What follows belongs to an exercise in optimizing a design on an open flow for small area; a production flow would make more cautious choices.
At most, simulation tests tie the RTL to the original design; equivalence was not proved.
For runs 1 and 2, only the layout was checked, not whether the RTL still works.
Power figures rest on the tool's default switching activity, not on a simulated workload.

<file path="config.mk">
export PLATFORM = sky130hd
export DESIGN_NAME = noc_bridge
export DESIGN_NICKNAME = noc_bridge
export VERILOG_FILES = /design/flow/design.v
export SDC_FILE = /design/flow/constraint.sdc
export NUM_CORES = 4
export LEC_CHECK = 0
export CAP_MARGIN = 20
export CORE_MARGIN = 2
export CORE_UTILIZATION = 40
export CTS_CLUSTER_DIAMETER = 100
export CTS_CLUSTER_SIZE = 25
export SLEW_MARGIN = 20
</file>
<file path="flow/run.sh">
#!/bin/bash
# Standard layout, with the port buffers made of the smallest buffer cell.
set -euo pipefail
bash standard.sh "BUFFER_PORTS_ARGS=-buffer_cell sky130_fd_sc_hd__buf_1" finish > standard_flow.log 2>&1
</file>
<file path="standard.sh">
#!/bin/bash
# synth_recipe.tcl (not shown) runs the flow's synth.tcl, then flattens the netlist and writes it again
# the make line also repeats each setting of config.mk as NAME=value (left out here)
make -C /OpenROAD-flow-scripts/flow DESIGN_CONFIG=/design/flow/config.mk WORK_HOME=/design/flow/orfs CLKGATE_MAP_FILE= SYNTH_SCRIPT=/design/flow/synth_recipe.tcl "${@:-finish}"
</file>
<file path="design.v">
`default_nettype none
package noc_pkg;
    typedef enum logic [7:0] {
        RESP_READ  = 8'h40,
        RESP_WRITE = 8'h80
    } resp_kind_e;
    typedef struct packed {
        resp_kind_e                          kind;    
        logic [7:0]                          src_id;  
        logic [7:0]                          len;     
        logic [0:3-1][31:0]     words;   
    } resp_entry_t;
endpackage
`default_nettype wire
`timescale 1ns/1ps
`default_nettype none
module noc_bridge
(
    input  wire logic        c,
    input  wire logic        rst,
    input  wire logic        cmd_w,
    input  wire logic [7:0]  data_w,
    input  wire logic [31:0] data_rd,
    output logic             cmd_r,
    output logic [7:0]       data_r,
    output logic             sel,
    output logic             rw,
    output logic [31:0]      addr,
    output logic [31:0]      data_wr
);
    logic [1:0]  q_k  [0:3];   
    logic [7:0]  q_id [0:3];
    logic [1:0]  q_p  [0:3];   
    logic [31:0] q_a  [0:3];   
    logic [31:0] q_d  [0:2];   
    logic [1:0]  dw;           
    logic [1:0]  dr;           
    logic [1:0]  g;            
    logic [3:0]  pc;           
    logic        pwr;          
    logic [2:0]  wp;           
    logic        act;
    logic [3:0]  b;            
    logic [2:0]  rp;           
    logic        dl;           
    wire op_ok = cmd_w && (data_w == 8'h23 || data_w == 8'h63);
    wire done  = (pc == 4'd6 && !pwr) || pc == 4'd10;
    always_ff @(posedge c or posedge rst) begin
        if (rst) begin
            pc <= '0;
            wp <= '0;
            dw <= '0;
            g  <= '0;
        end else begin
            g <= g + 2'd1;
            if (pc == 4'd0) begin
                if (op_ok) pc <= 4'd1;
            end else if (done) begin
                pc <= 4'd0;
                wp <= wp + 3'd1;
                if (pwr) dw <= (dw == 2'd2) ? 2'd0 : dw + 2'd1;
            end else begin
                pc <= pc + 4'd1;
            end
        end
    end
    always_ff @(posedge c) begin
        if (pc == 4'd0) pwr <= data_w[6];
    end
    wire [1:0]  h    = rp[1:0];
    wire [1:0]  h_k  = q_k[h];
    wire        h_wr = (h_k == 2'd0);
    wire [7:0]  h_id = q_id[h];
    wire [31:0] h_a  = q_a[h];
    wire [31:0] h_d  = q_d[dr];
    wire last   = h_wr ? (b[0] == 1'b1) : (b == {h_k, 2'b11});
    wire rd_cap = act && !h_wr && b[1:0] == {dl, ~dl} && b[3:2] < h_k;
    wire        free = !act || last;
    wire [2:0]  n    = act ? rp + 3'd1 : rp;
    wire [1:0]  n_p  = q_p[n[1:0]];
    wire        ph0  = (g + 2'd1 == n_p);    
    wire        ph1  = (g + 2'd2 == n_p);    
    wire        go   = free && (n != wp) && (ph0 || ph1);
    always_ff @(posedge c or posedge rst) begin
        if (rst) begin
            act <= 1'b0;
            rp  <= '0;
            dr  <= '0;
        end else begin
            if (free) begin
                rp  <= n;
                act <= go;
            end
            if (act && last && h_wr) dr <= (dr == 2'd2) ? 2'd0 : dr + 2'd1;
        end
    end
    always_ff @(posedge c) begin
        if (go) begin
            b  <= '0;
            dl <= ph1;
        end else begin
            b  <= b + 4'd1;
        end
    end
    always_ff @(posedge c) begin
        for (int i = 0; i < 4; i++) begin
            q_a[i] <= {(wp[1:0] == 2'(i) && pc >= 4'd2 && pc <= 4'd5) ? data_w : q_a[i][7:0],
                       q_a[i][31:8]};
            if (wp[1:0] == 2'(i)) begin
                if (pc == 4'd1) q_id[i] <= data_w;
                if (pc == 4'd6) q_k[i]  <= pwr ? 2'd0 : data_w[3:2];
                if (done)       q_p[i]  <= g + 2'd1;
            end
        end
        for (int i = 0; i < 3; i++) begin
            q_d[i] <= {(dw == 2'(i) && pc >= 4'd7) ? data_w : q_d[i][7:0], q_d[i][31:8]};
        end
    end
    logic [31:0] wb;
    logic [7:0]  wt;
    always_ff @(posedge c) begin
        wb <= rd_cap ? data_rd : {data_rd[31:24], wb[31:8]};
        wt <= wb[7:0];
    end
    wire [31:0] a_al = {h_a[23:0], h_a[31:24]};
    assign sel     = act && (h_wr ? (b == {3'b0, dl}) : (b[1:0] == {1'b0, dl} && b[3:2] < h_k));
    assign rw      = h_wr;
    logic [31:0] ai;
    logic [31:4] cz;
    always_comb begin
        ai[1:0] = a_al[1:0];
        ai[2]   = a_al[2] ^ b[2];
        ai[3]   = a_al[3] ^ b[3] ^ (a_al[2] & b[2]);
        cz[4]   = a_al[3] & (b[3] | (a_al[2] & b[2]));
        for (int i = 4; i < 32; i++) begin
            ai[i] = a_al[i] ^ cz[i];
            if (i < 31) cz[i+1] = cz[i] & a_al[i];
        end
    end
    assign addr    = ai;
    assign data_wr = h_d;
    always_comb begin
        cmd_r  = 1'b0;
        data_r = 8'h00;
        if (act) begin
            if (b == 4'd0) begin
                cmd_r  = 1'b1;
                data_r = h_wr ? 8'h80 : 8'h40;
            end else if (b == 4'd1) begin
                data_r = h_id;
            end else if (b == 4'd2) begin
                data_r = {4'b0, h_k, 2'b00};
            end else if (last) begin
                cmd_r  = 1'b1;
                data_r = 8'hE0;
            end else begin
                data_r = dl ? wb[7:0] : wt;
            end
        end
    end
endmodule
`default_nettype wire
</file>
<file path="constraint.sdc">
create_clock -name core_clock -period 5.0 [get_ports {c}]
set_input_delay 1.0000 -clock core_clock [delete_from_list [all_inputs] [get_ports {c}]]
set_output_delay 1.0000 -clock core_clock [all_outputs]
set_load 0.01 [all_outputs]
</file>
==> results.txt, run 1 <==
| Group | Parameter | This run |
| --- | --- | --- |
| run status | Run status | complete, but fails checks |
| run status | Set of violated layout checks | setup timing |
| cts | Maximum buffer depth of the clock tree | 3 |
| global routing | GRT overflow | 0 |
| yosys | Most frequent cell after synthesis | dfxtp_1 |
| sta | Final count of hold timing violations | 0 |
| routing | Avg Vias per Cell | 5.03 |
| power and ir drop | Final Total Pwr | 10.8 mW |
| global routing | Maximum number of pins on one net before global-route repair | 65 |
| yosys | Total nets after synthesis | 1003 |
| yosys | Gate count after technology mapping | 909 |
| routing | Overall via count from detail_route | 7180 |
| yosys | Portion of synthesized cell area occupied by the leading cell type | 46.6% |
| place | Global placement routability congestion | 0.845 |
| yosys | Number of synthesized flops with an enable pin | 50 |
| cts | CTS buffer count | 17 |
| cts | # H-tree levels | 1 |
| sta | Worst-case headroom to the max-slew limit | 43.9% |
| cts | Hold-fix buffer count after cts | 0 |
| sta | Period utilisation layout | 149% |
| power and ir drop | Cell leakage power | 5.20 nW |
| sta | Maximum clock frequency | 134 MHz |
| worst setup path | Cell with the largest stage delay on the worst path | dfrtp_2 |
| floorplanning | Rows | 62 |
| yosys | Yosys top cell by area | dfxtp_1 |
| yosys | Cell area after synthesis | 11500 um2 |
| cts | Clk root buf | clkbuf_16 |
| floorplanning | Die Footprint | 30200 um2 |
| cts | Insertion delay of the later-clocked pin in the worst-skew pair | 520 ps |
| sta | Final setup viols | 17 |
| yosys | Synth area leaders | dfxtp_1 (47%), edfxtp_1 (13%), mux2_2 (8.1%) |
| sta | Clock Skew | 23.3 ps |
| layout | Post-layout nets | 1131 |
| global routing | First-pass GRT wire length | 39700 um |
| global routing | Global router's overall resource usage | 16.6% |
| worst setup path | Element type at the critical path end | output port |
| worst setup path | Worst setup SP type | register |
| job | Maxcap violations | 0 |
| yosys | Dominant register cell in the synthesized netlist | dfxtp_1 |
| sta | Final worst slack | -2470 ps |
| place | Count of port buffers added during placement | 117 |
| min path | Path type of the worst min-delay path | register to register |
| yosys | Asr flop ratio synth | 5.07% |
| floorplanning | Die width | 174 um |
| worst setup path | Cell with the most instances on the worst path | ha_4 |
| yosys | Number of register bits inferred by synthesis | 335 |
| cts | CTS tree | yes |
| floorplanning | Vert. Die Dim | 174 um |
| power and ir drop | Power density of the placed cells | 796 nW/um2 |
| layout | Fillers | 2592 |
| routing | DR iter-0 viols | 481 |
| routing | Total wire length after detailed routing | 25500 um |
| yosys | Count of distinct cell types in the synthesized netlist | 52 |
| floorplanning | Top-level port count | 118 |
| routing | Number of remaining DRC errors | 0 |
| layout | Share of final-layout standard cells stronger than drive strength 1 | 20.6% |
| yosys | Average instance area after synthesis | 12.7 um2 |
| worst setup path | Crit-path max FO | 4 |
| cts | Clock-pin transition on the worst setup and hold timing paths | 100 ps |
| sta | Unrepaired setup endpoints after global routing | true |
| yosys | Proportion of synthesized chip area in sequential cells | 63.3% |
| routing | Drt first pass iters | 6 |
| place | Final HPWL from detailed placement | 17900 um |
| worst setup path | Largest incremental delay on the critical path | 440 ps |
| sta | Transition time at the pin with the least slew margin | 840 ps |
| global routing | Number of antenna violations at the first check in global routing | 1 |
| layout | Number of antenna diodes | 0 |
| yosys | Syn. warnings | 6 |
| layout | Final core area utilization | 47.6% |
| routing | Number of nets still failing antenna checks after routing | 0 |
| layout | Synth-to-layout area growth | 17.8% |
| yosys | Cell types with the highest counts after synthesis | dfxtp_1 (268), mux2_2 (83), nor2_1 (74) |
| floorplanning | Floorplan core area | 28500 um2 |
| worst setup path | Critical path class | register to output port |
| global routing | Number of global-route vias before repair | 7237 |
| sta | Final Max Tran Viols | 0 |
| floorplanning | Starting utilization of the core area | 40.4% |
| power and ir drop | Maximum VDD drop | 515 uV |
| cts | # clock sinks | 335 |
| sta | Crit path time final | 7470 ps |
| worst setup path | Arrival @ worst endpoint | 6470 ps |
| worst setup path | Required arrival time at the worst endpoint | 4000 ps |
| routing | Routed wirelength normalized by instance count | 17.9 um |
-- metal layers --
metal,wire (um),track usage (%)
met3,1060,2.46
met1,12300,23.2
met5,0,0
met2,11700,27.5
met4,418,3.22
-- stage by stage --
step / hold WS (ps) / setup WS, ps / area [um2] / std cells / TNS [ps]
after floorplan: 326 / -1980 / 12000 / 909 / -15320
after global placement: 331 / -1910 / 12900 / 1401 / -14190
after detailed placement: 334 / -1950 / 12900 / 1401 / -14630
after CTS: 333 / -2520 / 13500 / 1427 / -22670
after global routing: 333 / -2700 / 13600 / 1427 / -25430
final: 329 / -2470 / 13600 / 1427 / -22080
-- sequential cells by signal, summed over array words and instances (netlist names), 3 cells and up --
signal	cells
q_p	8
wp	3
pc	4
b	4
q_a	128
q_k	8
q_id	32
q_d	96
rp	3
wt	8
wb	32
-- what timing repair did --
action | 4_1_cts | 5_1_grt
endpoints found under the setup margin | 19 | 23
pin swaps | 2 | 1
resized for setup | 35 | 3
setup buffers | 1 | 0
gates cloned | 0 | 0
-- cells in the final DEF, fill, tap and decap left out, types with 7 or more instances in the layout --
master	synthesis	final
a21oi_1	70	70
a222oi_1	40	40
a22oi_1	34	34
and2_1	15	15
buf_1	6	99
buf_4	0	41
buf_6	1	17
clkbuf_16	0	17
dfrtp_1	17	15
dfxtp_1	268	268
edfxtp_1	50	50
ha_1	51	18
ha_4	0	30
inv_1	18	16
mux2_2	83	83
mux2i_1	10	9
nand2_1	22	22
nand3_1	7	7
nor2_1	74	74
o21ai_0	20	20
xnor2_1	10	9
xor2_1	8	8
-- path summary, 6_finish.rpt --
| kind | from | slack (ps) | cells past startpoint | to |
|---|---|---|---|---|
| max | rp[0] | -2470 | 35 | addr[31] |
| min | q_d[1][18] | 330 | 0 | q_d[1][10] |
| max reg2reg | rp[1] | 1400 | 12 | wb[6] |
| min reg2reg | q_d[1][18] | 330 | 0 | q_d[1][10] |
| max in group asynchronous | rst | 3820 | 2 | rp[0] |
| min in group asynchronous | rst | 610 | 2 | pc[2] |
-- where the power goes --
part / internal [mW] / switching (mW) / leakage [nW]
registers: 3.83 / 0.607 / 2.91
clock network: 0.644 / 0.837 / 0.228
logic: 2.16 / 2.72 / 2.06
-- logic make-up after synthesis --
kind of cell / after synthesis / synth area share, %
fa+ha+maj: 51 / 5.54
buf+inv: 68 / 2.33
flops: 335 / 63.3
xor+xnor: 18 / 1.37
mux: 97 / 9.60
simple gates: 148 / 6.21
compound gates: 192 / 11.7
-- layout make-up --
| cell class | count | area [um2] | area share (%) |
|---|---|---|---|
| clock buffer | 23 | 448 | 3.30 |
| clock inverter | 2 | 25.0 | 0.184 |
| inverter | 19 | 71.3 | 0.525 |
| multi-input combinational | 506 | 4380 | 32.3 |
| sequential | 335 | 7290 | 53.7 |
| tap | 384 | 480 | 3.54 |
| timing repair buffer | 158 | 876 | 6.45 |
-- worst max-delay path: cells and delay by family, from the launching register on --
family,cells,cell delay (ps)
xor gates and xnor gates,1,110
adders and majority gates,29,4570
AOI/OAI and AO/OA,3,620
buffers and inverters,2,230
DFF,1,440
==> inputs of run 2 (changes only) <==
--- a/design.v
+++ b/design.v
@@ -127,15 +127,19 @@
     assign rw      = h_wr;
     logic [31:0] ai;
     logic [31:4] cz;
+    logic [7:0]  gc;
     always_comb begin
         ai[1:0] = a_al[1:0];
         ai[2]   = a_al[2] ^ b[2];
         ai[3]   = a_al[3] ^ b[3] ^ (a_al[2] & b[2]);
-        cz[4]   = a_al[3] & (b[3] | (a_al[2] & b[2]));
-        for (int i = 4; i < 32; i++) begin
-            ai[i] = a_al[i] ^ cz[i];
-            if (i < 31) cz[i+1] = cz[i] & a_al[i];
+        gc[1]   = a_al[3] & (b[3] | (a_al[2] & b[2]));
+        for (int g = 1; g < 7; g++) gc[g+1] = gc[g] & (&a_al[4*g +: 4]);
+        for (int g = 1; g < 8; g++) begin
+            cz[4*g] = gc[g];
+            for (int i = 4*g + 1; i < 4*g + 4; i++) cz[i] = cz[i-1] & a_al[i-1];
         end
+        for (int i = 4; i < 32; i++) ai[i] = a_al[i] ^ cz[i];
+        gc[0] = 1'b0;
     end
     assign addr    = ai;
     assign data_wr = h_d;
==> flow/run.sh (replaced) <==
#!/bin/bash
# Standard layout, with the port buffers made of the smallest buffer cell and no dummy clock loads.
set -euo pipefail
bash standard.sh "BUFFER_PORTS_ARGS=-buffer_cell sky130_fd_sc_hd__buf_1" "CTS_ARGS=-sink_clustering_enable -repair_clock_nets -sink_clustering_size 25 -sink_clustering_max_diameter 100 -dont_use_dummy_load" finish > standard_flow.log 2>&1
--- a/config.mk
+++ b/config.mk
@@ -8,6 +8,4 @@
 export CAP_MARGIN = 20
 export CORE_MARGIN = 2
 export CORE_UTILIZATION = 40
-export CTS_CLUSTER_DIAMETER = 100
-export CTS_CLUSTER_SIZE = 25
 export SLEW_MARGIN = 20
==> results.txt, run 2 <==
| Group | Parameter | This run |
| --- | --- | --- |
| run status | Run status | no timing/DRC/antenna violations |
| min path | Hold path cells | 0 |
| sta | Clock Skew | 39.8 ps |
| routing | Avg Vias per Cell | 5.27 |
| floorplanning | Vert. Die Dim | 175 um |
| yosys | Number of register bits inferred by synthesis | 335 |
| routing | Total wire length after detailed routing | 26400 um |
| yosys | Average instance area after synthesis | 12.5 um2 |
| floorplanning | Die width | 175 um |
| cts | CTS tree | yes |
| sta | Hold slack | 340 ps |
| sta | Transition time at the pin with the least slew margin | 898 ps |
| floorplanning | Rows | 62 |
| job | Maxcap violations | 0 |
| global routing | Global router's overall resource usage | 17.1% |
| worst setup path | Terminus of the critical flop-to-flop path | wb[22] |
| cts | Insertion delay of the later-clocked pin in the worst-skew pair | 500 ps |
| floorplanning | Top-level port count | 118 |
| yosys | Synth area leaders | dfxtp_1 (46%), edfxtp_1 (13%), mux2_2 (8.1%) |
| worst setup path | Reg-to-reg setup timing slack | 1540 ps |
| yosys | Syn. warnings | 6 |
| cts | Clock-pin transition on the worst setup and hold timing paths | 100 ps |
| place | Count of port buffers added during placement | 117 |
| min path | End of the worst hold path | q_d[2][22] |
| global routing | Number of antenna violations at the first check in global routing | 0 |
| worst setup path | Worst Reg-to-Reg Cells | 10 |
| yosys | Count of distinct cell types in the synthesized netlist | 59 |
| place | Global placement routability congestion | 0.839 |
| power and ir drop | Cell leakage power | 5.08 nW |
| floorplanning | Die Footprint | 30600 um2 |
| layout | Number of cells in the finished layout apart from fillers | 1424 |
| layout | Synth-to-layout area growth | 11.7% |
| sta | Maximum clock frequency | 212 MHz |
| worst setup path | Element type at the critical path end | output port |
| layout | Flip-flop count of the largest register, all copies and words added | 128 |
| sta | Setup TNS after final layout | 0 ps |
| cts | Hold-fix buffer count after cts | 0 |
| layout | Fillers | 2691 |
| worst setup path | Cell with the most instances on the worst path | ha_1 |
| worst setup path | Required arrival time at the worst endpoint | 4000 ps |
| sta | Crit path time final | 4710 ps |
| min path | Start point of the worst hold path | q_d[2][30] |
| sta | Final Max Tran Viols | 0 |
| place | # placed instances | 1404 |
| yosys | Total nets after synthesis | 1025 |
| power and ir drop | Maximum VDD drop | 411 uV |
| cts | Clk root buf | clkbuf_16 |
| worst setup path | Critical path class | register to output port |
| yosys | Cell area after synthesis | 11700 um2 |
| min path | Path type of the worst min-delay path | register to register |
| yosys | Asr flop ratio synth | 5.07% |
| yosys | Proportion of synthesized chip area in sequential cells | 62.4% |
| power and ir drop | Power density of the placed cells | 788 nW/um2 |
| layout | Largest registers | q_a: 128 flops, q_d: 96 flops |
| routing | Number of remaining DRC errors | 0 |
| sta | Final count of hold timing violations | 0 |
| yosys | Most frequent cell after synthesis | dfxtp_1 |
| floorplanning | Floorplan core area | 28700 um2 |
| cts | Maximum buffer depth of the clock tree | 3 |
| global routing | First-pass GRT wire length | 41000 um |
| yosys | Cell types with the highest counts after synthesis | dfxtp_1 (268), mux2_2 (84), nor2_1 (78) |
| yosys | Number of synthesized flops with an enable pin | 50 |
| global routing | GRT overflow | 0 |
| cts | # H-tree levels | 1 |
| worst setup path | Largest incremental delay on the critical path | 490 ps |
| global routing | Number of global-route vias before repair | 7296 |
| sta | Worst-case headroom to the max-slew limit | 39.9% |
| layout | Most used cells in the layout excluding fill and tap cells | dfxtp_1 (268), buf_1 (117), mux2_2 (84), nor2_1 (78), a21oi_1 (71) |
| layout | Register containing the most flip-flops in the final layout | q_a |
| worst setup path | Arrival @ worst endpoint | 3710 ps |
| worst setup path | Critical path, cell by cell | inv_1 > ha_2 > buf_12 > a222oi_1 > nor4_1 > a21oi_1 > nor4_4 > inv_2 > nor3_2 > ha_1 > ha_1 > ha_1 > xor2_1 > buf_1 |
| routing | Drt first pass iters | 9 |
| layout | Share of final-layout standard cells stronger than drive strength 1 | 14.0% |
| worst setup path | Crit-path max FO | 39 |
| floorplanning | Starting utilization of the core area | 40.7% |
| yosys | Yosys top cell by area | dfxtp_1 |
| sta | Unrepaired setup endpoints after global routing | true |
| routing | DR iter-0 viols | 719 |
| routing | Number of nets still failing antenna checks after routing | 0 |
| cts | # clock sinks | 335 |
| global routing | Maximum number of pins on one net before global-route repair | 75 |
| worst setup path | Critical register-to-register path startpoint | rp[1] |
| layout | Leading cell type in the layout, fill and taps excluded | dfxtp_1 |
| sta | Period utilisation layout | 94.1% |
| layout | Post-layout nets | 1129 |
| routing | Routed wirelength normalized by instance count | 18.5 um |
| yosys | Portion of synthesized cell area occupied by the leading cell type | 45.9% |
| yosys | Gate count after technology mapping | 937 |
| worst setup path | Cell with the largest stage delay on the worst path | dfrtp_2 |
| sta | Final setup viols | 0 |
| place | Final HPWL from detailed placement | 18300 um |
| routing | Overall via count from detail_route | 7508 |
| worst setup path | Worst setup SP type | register |
| yosys | Dominant register cell in the synthesized netlist | dfxtp_1 |
| cts | CTS buffer count | 17 |
-- run 2: cell types whose count changed in the layout (fill, tap and decap cells not counted), sizes merged, moves of 3 or more --
cell,before,now
nor4,0,4
ha,51,45
nor2,75,79
clkbuf,23,17
nand2,22,25
buf,158,136
nand4,1,7
xor2,8,17
-- run 2: how the worst max path moves through the flow --
stage                     start  endpoint  cells after the start
after detailed placement  rp[1]  addr[31]                     15
final                     rp[0]  addr[31]                     14
after CTS                 rp[0]  addr[31]                     14
after floorplan           rp[0]  addr[27]                     17
after global routing      rp[0]  addr[31]                     14
after global placement    rp[0]  addr[31]                     14
-- run 2: power breakdown --
| group | internal [mW] | total [mW] | switching [mW] | leakage [nW] |
|---|---|---|---|---|
| clock network | 0.613 | 1.42 | 0.809 | 0.209 |
| registers | 3.83 | 4.48 | 0.652 | 2.91 |
| logic | 1.76 | 4.38 | 2.62 | 1.96 |
| total | 6.20 | 10.3 | 4.09 | 5.08 |
-- run 2: worst max-delay path, delay by kind of cell, from the launching register on --
kind,cells,cell delay [ps]
AO/OA/AOI/OAI,2,360
XOR/XNOR,1,130
adder cells (fa/ha/maj),4,740
buffers and inverters,4,600
flip-flops,1,490
AND/OR/NAND/NOR,3,850
-- run 2: cell families after synthesis --
logic type	after synthesis	synth area share (%)
mux	97	9.46
xor+xnor	25	1.87
buf+inv	72	2.57
simple gates	169	7.25
flops	335	62.4
compound gates	194	11.6
fa+ha+maj	45	4.82
-- run 2: metal layers --
layer | share of wire [%] | GRT usage, %
met2 | 46 | 27.7
met1 | 46 | 24.1
met5 | 0 | 0
met4 | 3.0 | 5.03
met3 | 4.3 | 2.09
-- run 2: timing repair --
| item | CTS | global route |
|---|---|---|
| setup endpoints to repair | 1 | 8 |
| resized for setup | 2 | 6 |
| pin swaps | 0 | 2 |
| buffers inserted | 0 | 2 |
-- run 2: through the flow --
step	area, um2	utilization, %	total power [mW]	setup WS [ps]
after global placement	12600	43.8	8.88	642
after global routing	13100	45.5	11.0	-5.56
after CTS	13000	45.3	10.3	26.7
after detailed placement	12600	43.8	8.88	501
final	13100	45.5	10.3	293
after floorplan	11700	-	7.40	574
-- run 2: final cells by class --
class | count | area, um2 | share of cell area (%)
Sequential cell | 335 | 7290 | 55.9
Multi-Input combinational cell | 530 | 4140 | 31.7
Timing Repair Buffer | 136 | 632 | 4.84
Tap cell | 384 | 480 | 3.68
Clock buffer | 17 | 425 | 3.26
Inverter | 21 | 81.3 | 0.623
Antenna cell | 1 | 2.50 | 0.0192
==> inputs of run 3 (changes only) <==
--- a/design.v
+++ b/design.v
@@ -125,23 +125,7 @@
     wire [31:0] a_al = {h_a[23:0], h_a[31:24]};
     assign sel     = act && (h_wr ? (b == {3'b0, dl}) : (b[1:0] == {1'b0, dl} && b[3:2] < h_k));
     assign rw      = h_wr;
-    logic [31:0] ai;
-    logic [31:4] cz;
-    logic [7:0]  gc;
-    always_comb begin
-        ai[1:0] = a_al[1:0];
-        ai[2]   = a_al[2] ^ b[2];
-        ai[3]   = a_al[3] ^ b[3] ^ (a_al[2] & b[2]);
-        gc[1]   = a_al[3] & (b[3] | (a_al[2] & b[2]));
-        for (int g = 1; g < 7; g++) gc[g+1] = gc[g] & (&a_al[4*g +: 4]);
-        for (int g = 1; g < 8; g++) begin
-            cz[4*g] = gc[g];
-            for (int i = 4*g + 1; i < 4*g + 4; i++) cz[i] = cz[i-1] & a_al[i-1];
-        end
-        for (int i = 4; i < 32; i++) ai[i] = a_al[i] ^ cz[i];
-        gc[0] = 1'b0;
-    end
-    assign addr    = ai;
+    assign addr    = {a_al[31:2] + 30'(b[3:2]), a_al[1:0]};
     assign data_wr = h_d;
     always_comb begin
         cmd_r  = 1'b0;
==> flow/run.sh (replaced) <==
#!/bin/bash
# Standard layout, with the port buffers made of the smallest buffer cell and no dummy clock loads.
set -euo pipefail
bash standard.sh "BUFFER_PORTS_ARGS=-buffer_cell sky130_fd_sc_hd__buf_1" "CTS_ARGS=-sink_clustering_enable -repair_clock_nets -sink_clustering_size 20 -sink_clustering_max_diameter 50 -buf_list sky130_fd_sc_hd__clkbuf_8 -dont_use_dummy_load" finish > standard_flow.log 2>&1
--- a/config.mk
+++ b/config.mk
@@ -8,4 +8,5 @@
 export CAP_MARGIN = 20
 export CORE_MARGIN = 2
 export CORE_UTILIZATION = 40
+export PLACE_DENSITY = 0.9
 export SLEW_MARGIN = 20
==> results.txt, run 3 <==
| Group | Parameter | This run |
| --- | --- | --- |
| cts | Clk root buf | clkbuf_8 |
| worst setup path | Largest incremental delay on the critical path | 530 ps |
| power and ir drop | Final Total Pwr | 10.2 mW |
| floorplanning | Starting utilization of the core area | 40.8% |
| sta | Clock Skew | 94.4 ps |
| yosys | Average instance area after synthesis | 12.3 um2 |
| cts | Maximum buffer depth of the clock tree | 3 |
| global routing | Global router's overall resource usage | 16.4% |
| routing | DR iter-0 viols | 791 |
| worst setup path | Critical path class | register to output port |
| routing | Overall via count from detail_route | 7834 |
| worst setup path | Crit-path max FO | 33 |
| sta | Setup TNS after final layout | 0 ps |
| yosys | Count of distinct cell types in the synthesized netlist | 56 |
| layout | Synth-to-layout area growth | 9.94% |
| yosys | Dominant register cell in the synthesized netlist | dfxtp_1 |
| yosys | Synth area leaders | dfxtp_1 (46%), edfxtp_1 (13%), mux2_2 (7.6%) |
| routing | Routed wirelength normalized by instance count | 17.9 um |
| yosys | Syn. warnings | 6 |
| min path | Path type of the worst min-delay path | register to register |
| power and ir drop | Power density of the placed cells | 784 nW/um2 |
| cts | Hold-fix buffer count after cts | 0 |
| yosys | Proportion of synthesized chip area in sequential cells | 61.9% |
| routing | Number of nets still failing antenna checks after routing | 0 |
| sta | Final Max Tran Viols | 0 |
| worst setup path | Critical path, cell by cell | inv_1 > ha_1 > inv_4 > buf_4 > mux2i_1 > nand4_1 > nor4_4 > nand3_1 > xnor2_1 > buf_1 |
| floorplanning | Floorplan core area | 28900 um2 |
| power and ir drop | Maximum VDD drop | 537 uV |
| global routing | Number of antenna violations at the first check in global routing | 1 |
| place | Count of port buffers added during placement | 117 |
| cts | # clock sinks | 335 |
| layout | Most used cells in the layout excluding fill and tap cells | dfxtp_1 (268), buf_1 (117), mux2_2 (80), a21oi_1 (73), nor2_1 (65) |
| yosys | Asr flop ratio synth | 5.07% |
| yosys | Most frequent cell after synthesis | dfxtp_1 |
| worst setup path | Cell with the largest stage delay on the worst path | nor4_4 |
| yosys | Gate count after technology mapping | 954 |
| cts | CTS buffer count | 26 |
| floorplanning | Die Footprint | 30800 um2 |
| layout | Register containing the most flip-flops in the final layout | q_a |
| cts | Insertion delay of the later-clocked pin in the worst-skew pair | 600 ps |
| layout | Flip-flop count of the largest register, all copies and words added | 128 |
| worst setup path | Required arrival time at the worst endpoint | 4000 ps |
| sta | Period utilisation layout | 95.4% |
| yosys | Total nets after synthesis | 1023 |
| global routing | GRT overflow | 0 |
| place | # placed instances | 1417 |
| sta | Unrepaired setup endpoints after global routing | true |
| layout | Post-layout nets | 1133 |
| sta | Hold slack | 304 ps |
| yosys | Number of register bits inferred by synthesis | 335 |
| routing | Avg Vias per Cell | 5.41 |
| place | Global placement routability congestion | 0.901 |
| worst setup path | Arrival @ worst endpoint | 3770 ps |
| cts | CTS tree | yes |
| cts | Clock-pin transition on the worst setup and hold timing paths | 90 ps |
| floorplanning | Die width | 176 um |
| floorplanning | Rows | 62 |
| worst setup path | Worst setup SP type | register |
| run status | Run status | no timing/DRC/antenna violations |
| layout | Leading cell type in the layout, fill and taps excluded | dfxtp_1 |
| worst setup path | CP bufs+invs | 4 |
| global routing | Maximum number of pins on one net before global-route repair | 65 |
| sta | Final setup viols | 0 |
| routing | Drt first pass iters | 8 |
| sta | Final count of hold timing violations | 0 |
| sta | Transition time at the pin with the least slew margin | 1060 ps |
| global routing | Number of global-route vias before repair | 7663 |
| floorplanning | Vert. Die Dim | 176 um |
| layout | Share of final-layout standard cells stronger than drive strength 1 | 13.9% |
| routing | Number of remaining DRC errors | 0 |
| sta | Maximum clock frequency | 210 MHz |
| global routing | First-pass GRT wire length | 40600 um |
| yosys | Yosys top cell by area | dfxtp_1 |
| routing | Total wire length after detailed routing | 26000 um |
| place | Final HPWL from detailed placement | 18300 um |
| sta | Worst-case headroom to the max-slew limit | 29.3% |
| floorplanning | Top-level port count | 118 |
| sta | Crit path time final | 4770 ps |
| yosys | Cell area after synthesis | 11800 um2 |
| worst setup path | Element type at the critical path end | output port |
| worst setup path | Largest delay contributor family on the critical path | simple AND/OR/NAND/NOR gates |
| layout | Largest registers | q_a: 128 flops, q_d: 96 flops |
| layout | Number of cells in the finished layout apart from fillers | 1447 |
| yosys | Portion of synthesized cell area occupied by the leading cell type | 45.6% |
| job | Maxcap violations | 0 |
| yosys | Number of synthesized flops with an enable pin | 50 |
| cts | # H-tree levels | 1 |
| yosys | Cell types with the highest counts after synthesis | dfxtp_1 (268), mux2_2 (80), a21oi_1 (73) |
| power and ir drop | Cell leakage power | 4.91 nW |
## run 3: stage by stage
stage          setup slack, ps  utilization [%]  cell area [um2]
2_1_floorplan              509                -            11800
5_1_grt                  -36.8             44.9            12900
3_5_place_dp               599             43.5            12600
4_1_cts                   1.12             44.7            12900
3_3_place_gp               687             43.5            12600
6_report                   229             44.9            12900
## run 3: what timing repair did
item	in CTS	in global routing
endpoints found under the setup margin	1	8
pin swaps	0	1
gates resized for setup	2	2
setup buffers	0	3
## run 3: worst register-to-register path, delay by kind of cell (launching register included)
family	cells	cell delay, ps
AND/OR/NAND/NOR	2	150
adder cells (fa/ha/maj)	2	810
AO/OA/AOI/OAI	3	790
flip-flops	1	500
multiplexers	1	370
buffers and inverters	1	290
## run 3: path summary, 6_finish.rpt
kind	start	to	slack, ps	cells past startpoint
setup / recovery	rp[0]	addr[20]	230	10
hold / removal	q_a[2][31]	q_a[2][23]	300	0
setup reg to reg	rp[0]	dl	1740	9
hold reg to reg	q_a[2][31]	q_a[2][23]	300	0
max in group asynchronous	rst	pc[0]	3970	2
min in group asynchronous	rst	rp[0]	510	2
## run 3: per-layer routing
layer	track usage, %	vias to the layer above	wire [um]
met4	5.06	2	791
li1	-	3634	-
met2	27.3	353	12200
met1	21.7	3784	10900
met5	0	-	13
met3	3.20	61	2030
## run 3: area by class of cell
| cell class | count | area (um2) |
|---|---|---|
| Inverter | 20 | 77.6 |
| Timing Repair Buffer | 131 | 557 |
| Multi-Input combinational cell | 550 | 4180 |
| Clock buffer | 26 | 358 |
| Fill cell | 2617 | 15900 |
| Sequential cell | 335 | 7290 |
| Tap cell | 384 | 480 |
| Antenna cell | 1 | 2.50 |
## run 3: cell families after synthesis
group / count (synthesis) / synth area share (%)
xor gates and xnor gates: 44 / 3.34
DFF: 335 / 61.9
muxes: 94 / 9.09
AOI/OAI and AO/OA: 198 / 11.8
adders and majority gates: 26 / 2.83
and+or+nand+nor: 188 / 8.36
buffers and inverters: 69 / 2.71
## run 3: power breakdown
part	switching (mW)	internal, mW	leakage (nW)	total (mW)
Clock	0.785	0.465	0.187	1.25
Combinational	2.65	1.76	1.81	4.41
Sequential	0.667	3.83	2.91	4.50
==> inputs of run 4 (changes only) <==
==> flow/run.sh (replaced) <==
#!/bin/bash
# Standard layout, with the port buffers made of the smallest buffer cell and no dummy clock loads.
set -euo pipefail
bash standard.sh "BUFFER_PORTS_ARGS=-buffer_cell sky130_fd_sc_hd__buf_1" "CTS_ARGS=-sink_clustering_enable -repair_clock_nets -sink_clustering_size 18 -sink_clustering_max_diameter 60 -buf_list sky130_fd_sc_hd__clkbuf_8 -dont_use_dummy_load" finish > standard_flow.log 2>&1
==> results.txt, run 4 <==
| Group | Parameter | This run |
| --- | --- | --- |
| worst setup path | CP bufs+invs | 4 |
| worst setup path | Worst setup SP type | register |
| cts | # clock sinks | 335 |
| worst setup path | Critical path, cell by cell | inv_1 > ha_1 > inv_4 > buf_4 > mux2i_1 > nand4_1 > nor4_4 > nand3_1 > xnor2_1 > buf_1 |
| global routing | Number of antenna violations at the first check in global routing | 1 |
| global routing | GRT overflow | 0 |
| routing | Routed wirelength normalized by instance count | 17.9 um |
| worst setup path | Crit-path max FO | 33 |
| worst setup path | Arrival @ worst endpoint | 3740 ps |
| yosys | Syn. warnings | 6 |
| worst setup path | Element type at the critical path end | output port |
| yosys | Number of synthesized flops with an enable pin | 50 |
| cts | CTS tree | yes |
| routing | Drt first pass iters | 9 |
| sta | Maximum clock frequency | 211 MHz |
| cts | # H-tree levels | 1 |
| floorplanning | Vert. Die Dim | 176 um |
| yosys | Asr flop ratio synth | 5.07% |
| yosys | Gate count after technology mapping | 954 |
| cts | Insertion delay of the later-clocked pin in the worst-skew pair | 580 ps |
| routing | Number of remaining DRC errors | 0 |
| yosys | Average instance area after synthesis | 12.3 um2 |
| worst setup path | Cell with the largest stage delay on the worst path | nor4_4 |
| yosys | Total nets after synthesis | 1023 |
| global routing | First-pass GRT wire length | 40500 um |
| routing | Number of nets still failing antenna checks after routing | 0 |
| layout | Most used cells in the layout excluding fill and tap cells | dfxtp_1 (268), buf_1 (117), mux2_2 (80), a21oi_1 (73), nor2_1 (65) |
| floorplanning | Floorplan core area | 28900 um2 |
| worst setup path | Critical path class | register to output port |
| layout | Share of final-layout standard cells stronger than drive strength 1 | 13.9% |
| layout | Leading cell type in the layout, fill and taps excluded | dfxtp_1 |
| sta | Setup TNS after final layout | 0 ps |
| worst setup path | Largest delay contributor family on the critical path | simple AND/OR/NAND/NOR gates |
| layout | Flip-flop count of the largest register, all copies and words added | 128 |
| sta | Final Max Tran Viols | 0 |
| routing | DR iter-0 viols | 764 |
| place | Final HPWL from detailed placement | 18300 um |
| yosys | Most frequent cell after synthesis | dfxtp_1 |
| sta | Crit path time final | 4740 ps |
| place | Cell area after placement | 12600 um2 |
| yosys | Cell area after synthesis | 11800 um2 |
| yosys | Dominant register cell in the synthesized netlist | dfxtp_1 |
| yosys | Cell types with the highest counts after synthesis | dfxtp_1 (268), mux2_2 (80), a21oi_1 (73) |
| routing | Overall via count from detail_route | 7841 |
| yosys | Synth area leaders | dfxtp_1 (46%), edfxtp_1 (13%), mux2_2 (7.6%) |
| yosys | Number of register bits inferred by synthesis | 335 |
| power and ir drop | Maximum VDD drop | 579 uV |
| sta | Period utilisation layout | 94.8% |
| floorplanning | Die width | 176 um |
| floorplanning | Die Footprint | 30800 um2 |
| place | Global placement routability congestion | 0.901 |
| sta | Final setup viols | 0 |
| routing | Avg Vias per Cell | 5.42 |
| sta | Transition time at the pin with the least slew margin | 1050 ps |
| yosys | Yosys top cell by area | dfxtp_1 |
| layout | Final core area utilization | 44.9% |
| worst setup path | Largest incremental delay on the critical path | 530 ps |
| sta | Unrepaired setup endpoints after global routing | false |
| floorplanning | Rows | 62 |
| place | Count of port buffers added during placement | 117 |
| min path | Path type of the worst min-delay path | register to register |
| layout | Synth-to-layout area growth | 9.92% |
| cts | CTS buffer count | 26 |
| global routing | Global router's overall resource usage | 16.4% |
| layout | Summed area of non-filler cells in the final layout | 12900 um2 |
| global routing | Maximum number of pins on one net before global-route repair | 65 |
| floorplanning | Starting utilization of the core area | 40.8% |
| sta | Clock Skew | 68.8 ps |
| cts | Maximum buffer depth of the clock tree | 3 |
| layout | Post-layout nets | 1133 |
| cts | Hold-fix buffer count after cts | 0 |
| run status | Run status | no timing/DRC/antenna violations |
| power and ir drop | Power density of the placed cells | 783 nW/um2 |
| job | Maxcap violations | 0 |
| layout | Register containing the most flip-flops in the final layout | q_a |
| cts | Clk root buf | clkbuf_8 |
| worst setup path | Required arrival time at the worst endpoint | 4000 ps |
| routing | Total wire length after detailed routing | 25900 um |
| yosys | Portion of synthesized cell area occupied by the leading cell type | 45.6% |
| cts | Clock-pin transition on the worst setup and hold timing paths | 90 ps |
| layout | Number of antenna diodes | 0 |
| yosys | Proportion of synthesized chip area in sequential cells | 61.9% |
| layout | Largest registers | q_a: 128 flops, q_d: 96 flops |
| sta | Worst-case headroom to the max-slew limit | 30.0% |
| global routing | Number of global-route vias before repair | 7680 |
| yosys | Count of distinct cell types in the synthesized netlist | 56 |
| power and ir drop | Cell leakage power | 4.91 nW |
| sta | Final count of hold timing violations | 0 |
| floorplanning | Top-level port count | 118 |
run 4: cell counts after synthesis:
Identical to the previous run, type by type.
run 4: stage by stage:
stage / std cells / total power, mW / hold WS [ps] / setup slack, ps
after floorplan: 954 / 7.46 / 326 / 509
after global placement: 1417 / 8.69 / 332 / 687
after detailed placement: 1417 / 8.89 / 337 / 599
after CTS: 1443 / 10.1 / 308 / 1.79
after global routing: 1446 / 10.7 / 307 / 6.21
final: 1446 / 10.1 / 308 / 260
run 4: cell type report:
type                       count  area [um2]
clock buffer                  26         358
fill                        2614       15900
inverter                      20        77.6
multi-input combinational    550        4180
sequential                   335        7290
tap                          384         480
timing repair buffer         131         557
run 4: worst register-to-register path, stage by stage, from the launching register on:
cell	delay (ps)
dfrtp_1	500
ha_2	440
buf_4	290
a222oi_1	150
nand2_1	80
o21ai_0	200
ha_1	370
nand3_1	70
mux2_2	370
a211oi_2	450
run 4: worst paths after layout:
kind,from,end,slack [ps],depth (start not counted)
worst max-delay path,rp[0],addr[20],260,10
worst min-delay path,q_d[1][13],q_d[1][5],310,0
worst max register to register,rp[0],dl,1770,9
worst min register to register,q_d[1][13],q_d[1][5],310,0
max in group asynchronous,rst,wp[0],4000,2
min in group asynchronous,rst,wp[2],490,2
run 4: kinds of logic after synthesis:
logic type | after synthesis | synth area share (%)
xor+xnor | 44 | 3.34
simple gates | 188 | 8.36
compound gates | 198 | 11.8
fa+ha+maj | 26 | 2.83
flops | 335 | 61.9
buf+inv | 69 | 2.71
mux | 94 | 9.09
run 4: layer usage:
metal  up-vias  share of wire, %  GRT usage, %
li1       3631                 -             -
met1      3833                42          21.7
met2       324                48          28.0
met3        51               7.3          2.84
met4         2               2.2          3.75
met5         -             0.050             0
run 4: power breakdown:
| group | internal [mW] | total (mW) | switching (mW) | leakage (nW) |
|---|---|---|---|---|
| logic | 1.76 | 4.40 | 2.64 | 1.81 |
| clock network | 0.464 | 1.24 | 0.775 | 0.187 |
| registers | 3.83 | 4.50 | 0.672 | 2.91 |
| total | 6.06 | 10.1 | 4.08 | 4.91 |
run 4: repair_timing:
action                                  CTS  global route
cloned                                    0             0
pin swaps                                 0             1
buffers inserted                          0             3
endpoints found under the setup margin    1            17
gates resized for setup                   1             3
==> inputs of run 5 (changes only) <==
--- a/config.mk
+++ b/config.mk
@@ -8,5 +8,4 @@
 export CAP_MARGIN = 20
 export CORE_MARGIN = 2
 export CORE_UTILIZATION = 40
-export PLACE_DENSITY = 0.9
 export SLEW_MARGIN = 20
==> results.txt, run 5 <==
| Group | Parameter | This run |
| --- | --- | --- |
| run status | Run status | no timing/DRC/antenna violations |
| sta | Final worst slack | 244 ps |
| floorplanning | Floorplan core area | 28900 um2 |
| worst setup path | CP bufs+invs | 3 |
| routing | Overall via count from detail_route | 7409 |
| worst setup path | Cell with the largest stage delay on the worst path | dfrtp_1 |
| cts | Clk root buf | clkbuf_8 |
| yosys | Asr flop ratio synth | 5.07% |
| layout | Largest registers | q_a: 128 flops, q_d: 96 flops |
| routing | Total wire length after detailed routing | 25900 um |
| layout | Post-layout nets | 1137 |
| yosys | Gate count after technology mapping | 954 |
| worst setup path | Crit-path max FO | 21 |
| worst setup path | Reg-to-reg setup timing slack | 1660 ps |
| yosys | Syn. warnings | 6 |
| layout | Most used cells in the layout excluding fill and tap cells | dfxtp_1 (268), buf_1 (117), mux2_2 (80), a21oi_1 (73), nor2_1 (65) |
| worst setup path | Largest delay contributor family on the critical path | simple AND/OR/NAND/NOR gates |
| worst setup path | Arrival @ worst endpoint | 3760 ps |
| yosys | Number of synthesized flops with an enable pin | 50 |
| routing | Number of remaining DRC errors | 0 |
| cts | Insertion delay of the later-clocked pin in the worst-skew pair | 610 ps |
| place | Global placement routability congestion | 0.828 |
| global routing | Global router's overall resource usage | 16.5% |
| sta | Final count of hold timing violations | 0 |
| yosys | Yosys top cell by area | dfxtp_1 |
| global routing | First-pass GRT wire length | 40200 um |
| layout | Register containing the most flip-flops in the final layout | q_a |
| cts | # clock sinks | 335 |
| floorplanning | Die width | 176 um |
| global routing | GRT overflow | 0 |
| global routing | Maximum number of pins on one net before global-route repair | 65 |
| worst setup path | Worst setup SP type | register |
| sta | Worst-case headroom to the max-slew limit | 30.2% |
| floorplanning | Vert. Die Dim | 176 um |
| sta | Clock Skew | 110 ps |
| cts | CTS tree | yes |
| floorplanning | Top-level port count | 118 |
| cts | Maximum buffer depth of the clock tree | 3 |
| cts | # H-tree levels | 1 |
| yosys | Average instance area after synthesis | 12.3 um2 |
| layout | Summed area of non-filler cells in the final layout | 13000 um2 |
| yosys | Proportion of synthesized chip area in sequential cells | 61.9% |
| place | Final HPWL from detailed placement | 18100 um |
| sta | Transition time at the pin with the least slew margin | 1050 ps |
| floorplanning | Starting utilization of the core area | 40.8% |
| power and ir drop | Maximum VDD drop | 454 uV |
| yosys | Portion of synthesized cell area occupied by the leading cell type | 45.6% |
| sta | Maximum clock frequency | 210 MHz |
| routing | Avg Vias per Cell | 5.11 |
| yosys | Cell types with the highest counts after synthesis | dfxtp_1 (268), mux2_2 (80), a21oi_1 (73) |
| sta | Final Max Tran Viols | 0 |
| power and ir drop | Power density of the placed cells | 783 nW/um2 |
| layout | Share of final-layout standard cells stronger than drive strength 1 | 14.1% |
| global routing | Number of antenna violations at the first check in global routing | 0 |
| yosys | Total nets after synthesis | 1023 |
| worst setup path | Critical path, cell by cell | ha_2 > buf_4 > a222oi_1 > a21oi_1 > buf_4 > nand4_1 > nor3_4 > nand4_1 > xnor2_1 > buf_1 |
| worst setup path | Critical path class | register to output port |
| yosys | Number of register bits inferred by synthesis | 335 |
| power and ir drop | Cell leakage power | 4.93 nW |
| floorplanning | Die Footprint | 30800 um2 |
| global routing | Number of global-route vias before repair | 7157 |
| sta | Setup TNS after final layout | 0 ps |
| place | Count of port buffers added during placement | 117 |
| layout | Flip-flop count of the largest register, all copies and words added | 128 |
| yosys | Cell area after synthesis | 11800 um2 |
| cts | Clock-pin transition on the worst setup and hold timing paths | 100 ps |
| yosys | Synth area leaders | dfxtp_1 (46%), edfxtp_1 (13%), mux2_2 (7.6%) |
| place | Cell area after placement | 12600 um2 |
| routing | Drt first pass iters | 8 |
| yosys | Dominant register cell in the synthesized netlist | dfxtp_1 |
| routing | Number of nets still failing antenna checks after routing | 0 |
| layout | Synth-to-layout area growth | 10.1% |
| sta | Final setup viols | 0 |
| sta | Unrepaired setup endpoints after global routing | true |
| cts | CTS buffer count | 27 |
| min path | Path type of the worst min-delay path | register to register |
| sta | Period utilisation layout | 95.1% |
| worst setup path | Largest incremental delay on the critical path | 500 ps |
| floorplanning | Rows | 62 |
| yosys | Count of distinct cell types in the synthesized netlist | 56 |
| sta | Crit path time final | 4760 ps |
| cts | Hold-fix buffer count after cts | 0 |
| worst setup path | Element type at the critical path end | output port |
| layout | Leading cell type in the layout, fill and taps excluded | dfxtp_1 |
| place | Worst setup slack after placement | 503 ps |
| layout | Number of antenna diodes | 0 |
| job | Maxcap violations | 0 |
| yosys | Most frequent cell after synthesis | dfxtp_1 |
| routing | DR iter-0 viols | 631 |
| worst setup path | Required arrival time at the worst endpoint | 4000 ps |
| routing | Routed wirelength normalized by instance count | 17.9 um |
[run 5: timing repair]
action | in CTS | in global routing
gates resized for setup | 2 | 0
pin swaps | 1 | 1
cloned | 0 | 0
buffers inserted | 1 | 1
setup endpoints to repair | 1 | 6
[run 5: final timing paths]
path / from / to / depth (start not counted)
max: rp[0] / addr[31] / 10
min: q_a[1][29] / q_a[1][21] / 0
max reg2reg: rp[0] / dl / 6
min reg2reg: q_a[1][29] / q_a[1][21] / 0
max in group asynchronous: rst / dr[0] / 2
min in group asynchronous: rst / rp[1] / 2
[run 5: metal layers]
metal  GRT usage [%]  vias up  part of all wire, %
met2            25.8      203                   44
li1                -     3642                    -
met3            2.55       35                  5.1
met5               0        -                    0
met4            3.65        0                  1.9
met1            24.3     3529                   49
[run 5: kinds of logic (layout without fill, tap and decap cells)]
family,Yosys count,in the layout,share of synthesized area (%)
XOR/XNOR,44,44,3.34
adder cells (fa/ha/maj),26,26,2.83
buffers and inverters,69,181,2.71
multiplexers,94,94,9.09
flip-flops,335,335,61.9
AND/OR/NAND/NOR,188,188,8.36
AO/OA/AOI/OAI,198,198,11.8
[run 5: final cells by class]
class | instances | area [um2]
Clock buffer | 27 | 372
Fill cell | 2688 | 15900
Inverter | 20 | 77.6
Multi-Input combinational cell | 550 | 4180
Sequential cell | 335 | 7290
Tap cell | 384 | 480
Timing Repair Buffer | 134 | 567
[run 5: report_power, final]
part	internal [mW]	switching [mW]
registers	3.83	0.619
logic	1.77	2.66
clock network	0.480	0.794
[run 5: per-stage QoR]
step	utilization (%)	hold slack (ps)	total power, mW	std cells
floorplan	-	326	7.46	954
global placement	43.6	333	8.92	1421
detailed placement	43.6	336	8.94	1421
CTS	44.9	313	10.2	1449
global route	44.9	308	10.8	1450
finish	44.9	312	10.1	1450
==> inputs of run 6 (changes only) <==
--- a/config.mk
+++ b/config.mk
@@ -7,5 +7,6 @@
 export LEC_CHECK = 0
 export CAP_MARGIN = 20
 export CORE_MARGIN = 2
-export CORE_UTILIZATION = 40
+export CORE_UTILIZATION = 60
+export PLACE_DENSITY = 0.9
 export SLEW_MARGIN = 20
==> results.txt, run 6 <==
| Group | Parameter | This run |
| --- | --- | --- |
| cts | CTS buffer count | 22 |
| routing | Total wire length after detailed routing | 24700 um |
| cts | CTS tree | yes |
| floorplanning | Vert. Die Dim | 144 um |
| routing | DR iter-0 viols | 646 |
| worst setup path | Largest delay contributor family on the critical path | buffers and inverters |
| floorplanning | Starting utilization of the core area | 60.9% |
| layout | Share of final-layout standard cells stronger than drive strength 1 | 13.6% |
| worst setup path | Arrival @ worst endpoint | 3720 ps |
| job | Maxcap violations | 0 |
| floorplanning | Top-level port count | 118 |
| worst setup path | Largest incremental delay on the critical path | 480 ps |
| sta | Clock Skew | 51.9 ps |
| global routing | Number of global-route vias before repair | 7540 |
| place | Global placement routability congestion | 0.863 |
| yosys | Dominant register cell in the synthesized netlist | dfxtp_1 |
| min path | Path type of the worst min-delay path | register to register |
| power and ir drop | Final Total Pwr | 10.0 mW |
| routing | Drt first pass iters | 8 |
| place | Cell area after placement | 12400 um2 |
| yosys | Number of synthesized flops with an enable pin | 50 |
| yosys | Count of distinct cell types in the synthesized netlist | 56 |
| global routing | Maximum number of pins on one net before global-route repair | 65 |
| worst setup path | CP bufs+invs | 5 |
| yosys | Total nets after synthesis | 1023 |
| power and ir drop | Cell leakage power | 4.89 nW |
| sta | Final worst slack | 277 ps |
| yosys | Average instance area after synthesis | 12.3 um2 |
| layout | Most used cells in the layout excluding fill and tap cells | dfxtp_1 (268), buf_1 (117), mux2_2 (80), a21oi_1 (73), nor2_1 (65) |
| layout | Leading cell type in the layout, fill and taps excluded | dfxtp_1 |
| yosys | Portion of synthesized cell area occupied by the leading cell type | 45.6% |
| worst setup path | Element type at the critical path end | output port |
| cts | # H-tree levels | 1 |
| floorplanning | Rows | 51 |
| layout | Flip-flop count of the largest register, all copies and words added | 128 |
| worst setup path | Critical path class | register to output port |
| global routing | Global router's overall resource usage | 23.8% |
| yosys | Synth area leaders | dfxtp_1 (46%), edfxtp_1 (13%), mux2_2 (7.6%) |
| power and ir drop | Maximum VDD drop | 721 uV |
| cts | Insertion delay of the later-clocked pin in the worst-skew pair | 550 ps |
| worst setup path | Crit-path max FO | 19 |
| routing | Routed wirelength normalized by instance count | 18.7 um |
| floorplanning | Die width | 144 um |
| sta | Period utilisation layout | 94.5% |
| cts | Clock-pin transition on the worst setup and hold timing paths | 110 ps |
| place | Worst setup slack after placement | 557 ps |
| place | Count of port buffers added during placement | 117 |
| worst setup path | Required arrival time at the worst endpoint | 4000 ps |
| sta | Final count of hold timing violations | 0 |
| layout | Number of antenna diodes | 0 |
| sta | Transition time at the pin with the least slew margin | 890 ps |
| floorplanning | Floorplan core area | 19300 um2 |
| sta | Worst-case headroom to the max-slew limit | 40.0% |
| power and ir drop | Power density of the placed cells | 787 nW/um2 |
| routing | Number of nets still failing antenna checks after routing | 0 |
| sta | Setup TNS after final layout | 0 ps |
| layout | Post-layout nets | 1130 |
| yosys | Syn. warnings | 6 |
| global routing | Number of antenna violations at the first check in global routing | 0 |
| worst setup path | Critical path, cell by cell | inv_1 > ha_1 > clkinv_2 > buf_4 > nor2_1 > a21oi_1 > ha_1 > a21o_1 > nand2_1 > nor4_4 > buf_4 > nand4_1 > xnor2_1 > buf_1 |
| layout | Synth-to-layout area growth | 8.22% |
| sta | Crit path time final | 4720 ps |
| routing | Number of remaining DRC errors | 0 |
| routing | Overall via count from detail_route | 7654 |
| global routing | First-pass GRT wire length | 38800 um |
| sta | Unrepaired setup endpoints after global routing | false |
| cts | Maximum buffer depth of the clock tree | 3 |
| yosys | Cell area after synthesis | 11800 um2 |
| layout | Largest registers | q_a: 128 flops, q_d: 96 flops |
| place | Final HPWL from detailed placement | 17100 um |
| yosys | Asr flop ratio synth | 5.07% |
| worst setup path | Cell with the largest stage delay on the worst path | dfrtp_1 |
| worst setup path | Worst setup SP type | register |
| cts | # clock sinks | 335 |
| global routing | GRT overflow | 0 |
| sta | Maximum clock frequency | 212 MHz |
| floorplanning | Die Footprint | 20800 um2 |
| yosys | Most frequent cell after synthesis | dfxtp_1 |
| yosys | Gate count after technology mapping | 954 |
| sta | Final Max Tran Viols | 0 |
| run status | Run status | no timing/DRC/antenna violations |
| yosys | Proportion of synthesized chip area in sequential cells | 61.9% |
| routing | Avg Vias per Cell | 5.78 |
| cts | Hold-fix buffer count after cts | 0 |
| sta | Hold slack | 327 ps |
| yosys | Cell types with the highest counts after synthesis | dfxtp_1 (268), mux2_2 (80), a21oi_1 (73) |
| cts | Clk root buf | clkbuf_8 |
| layout | Register containing the most flip-flops in the final layout | q_a |
| sta | Final setup viols | 0 |
| yosys | Yosys top cell by area | dfxtp_1 |
| layout | Summed area of non-filler cells in the final layout | 12700 um2 |
| yosys | Number of register bits inferred by synthesis | 335 |
-- run 6: layer usage --
layer / vias to the layer above / routed length, um / global-route usage (%)
met5: - / 0 / 0
met4: 0 / 648 / 7.33
met3: 54 / 1880 / 4.77
met2: 301 / 11600 / 39.4
met1: 3673 / 10600 / 31.7
li1: 3626 / - / -
-- run 6: cell type report --
type,instances,area [um2]
well taps,265,332
repair buffers,132,564
flip-flops and latches,335,7290
multi-input cells,550,4180
fillers,1397,6590
clock buffers,22,303
inverters,20,76.3
-- run 6: report_power, final --
part,switching [mW],leakage (nW),internal [mW]
logic,2.64,1.82,1.77
clock network,0.764,0.158,0.398
registers,0.625,2.91,3.83
-- run 6: final timing paths --
check / depth (start not counted) / from / slack (ps) / to
hold / removal: 0 / q_a[0][21] / 330 / q_a[0][13]
setup reg to reg: 9 / rp[0] / 1750 / dl
min in group asynchronous: 2 / rst / 540 / g[1]
hold reg to reg: 0 / q_a[0][21] / 330 / q_a[0][13]
setup / recovery: 14 / rp[0] / 280 / addr[29]
max in group asynchronous: 2 / rst / 3940 / wp[1]
-- run 6: cell families after synthesis --
logic type | count (synthesis) | synth area share [%]
flops | 335 | 61.9
compound gates | 198 | 11.8
simple gates | 188 | 8.36
mux | 94 | 9.09
buf+inv | 69 | 2.71
xor+xnor | 44 | 3.34
fa+ha+maj | 26 | 2.83
-- run 6: what timing repair did --
item                                    CTS  global route
pin swaps                                 0             2
endpoints found under the setup margin    3            18
gates resized for setup                   1             2
setup buffers                             0             2
-- run 6: per-stage QoR --
stage          util, %  cells
4_1_cts           65.7   1321
3_3_place_gp      64.1   1299
6_report          65.9   1324
2_1_floorplan        -    954
3_5_place_dp      64.1   1299
5_1_grt           65.9   1324

## re-timing with driven ports
The flow's constraints put no driver on any port. The routed layouts listed below were extracted and timed again, unchanged, in two steps. Step 1: set_driving_cell puts a clkbuf_16 on c and a buf_2 on each other input, an assumption about the parent block. Step 2 times the ports against the registers' clock, not the clock port: input delays grow and output delays shrink by t, the midpoint of the rising clock arrivals with the driver on. Three values: no drivers, after step 1, after step 2; two values: the first two.
run	t, ns	setup WS [ns]	clock arrival spread, ns	worst register clock-pin slew, ns
run 1	0.553	-2.475 / -2.525 / -1.971	0.025 / 0.025	0.10 / 0.10
run 2	0.528	0.293 / 0.248 / 0.776	0.040 / 0.040	0.10 / 0.10
run 3	0.593	0.229 / 0.190 / 0.783	0.095 / 0.096	0.11 / 0.11
run 4	0.566	0.260 / 0.221 / 0.787	0.115 / 0.115	0.11 / 0.11
run 5	0.597	0.244 / 0.200 / 0.797	0.110 / 0.111	0.11 / 0.11
run 6	0.570	0.277 / 0.235 / 0.805	0.052 / 0.053	0.11 / 0.11
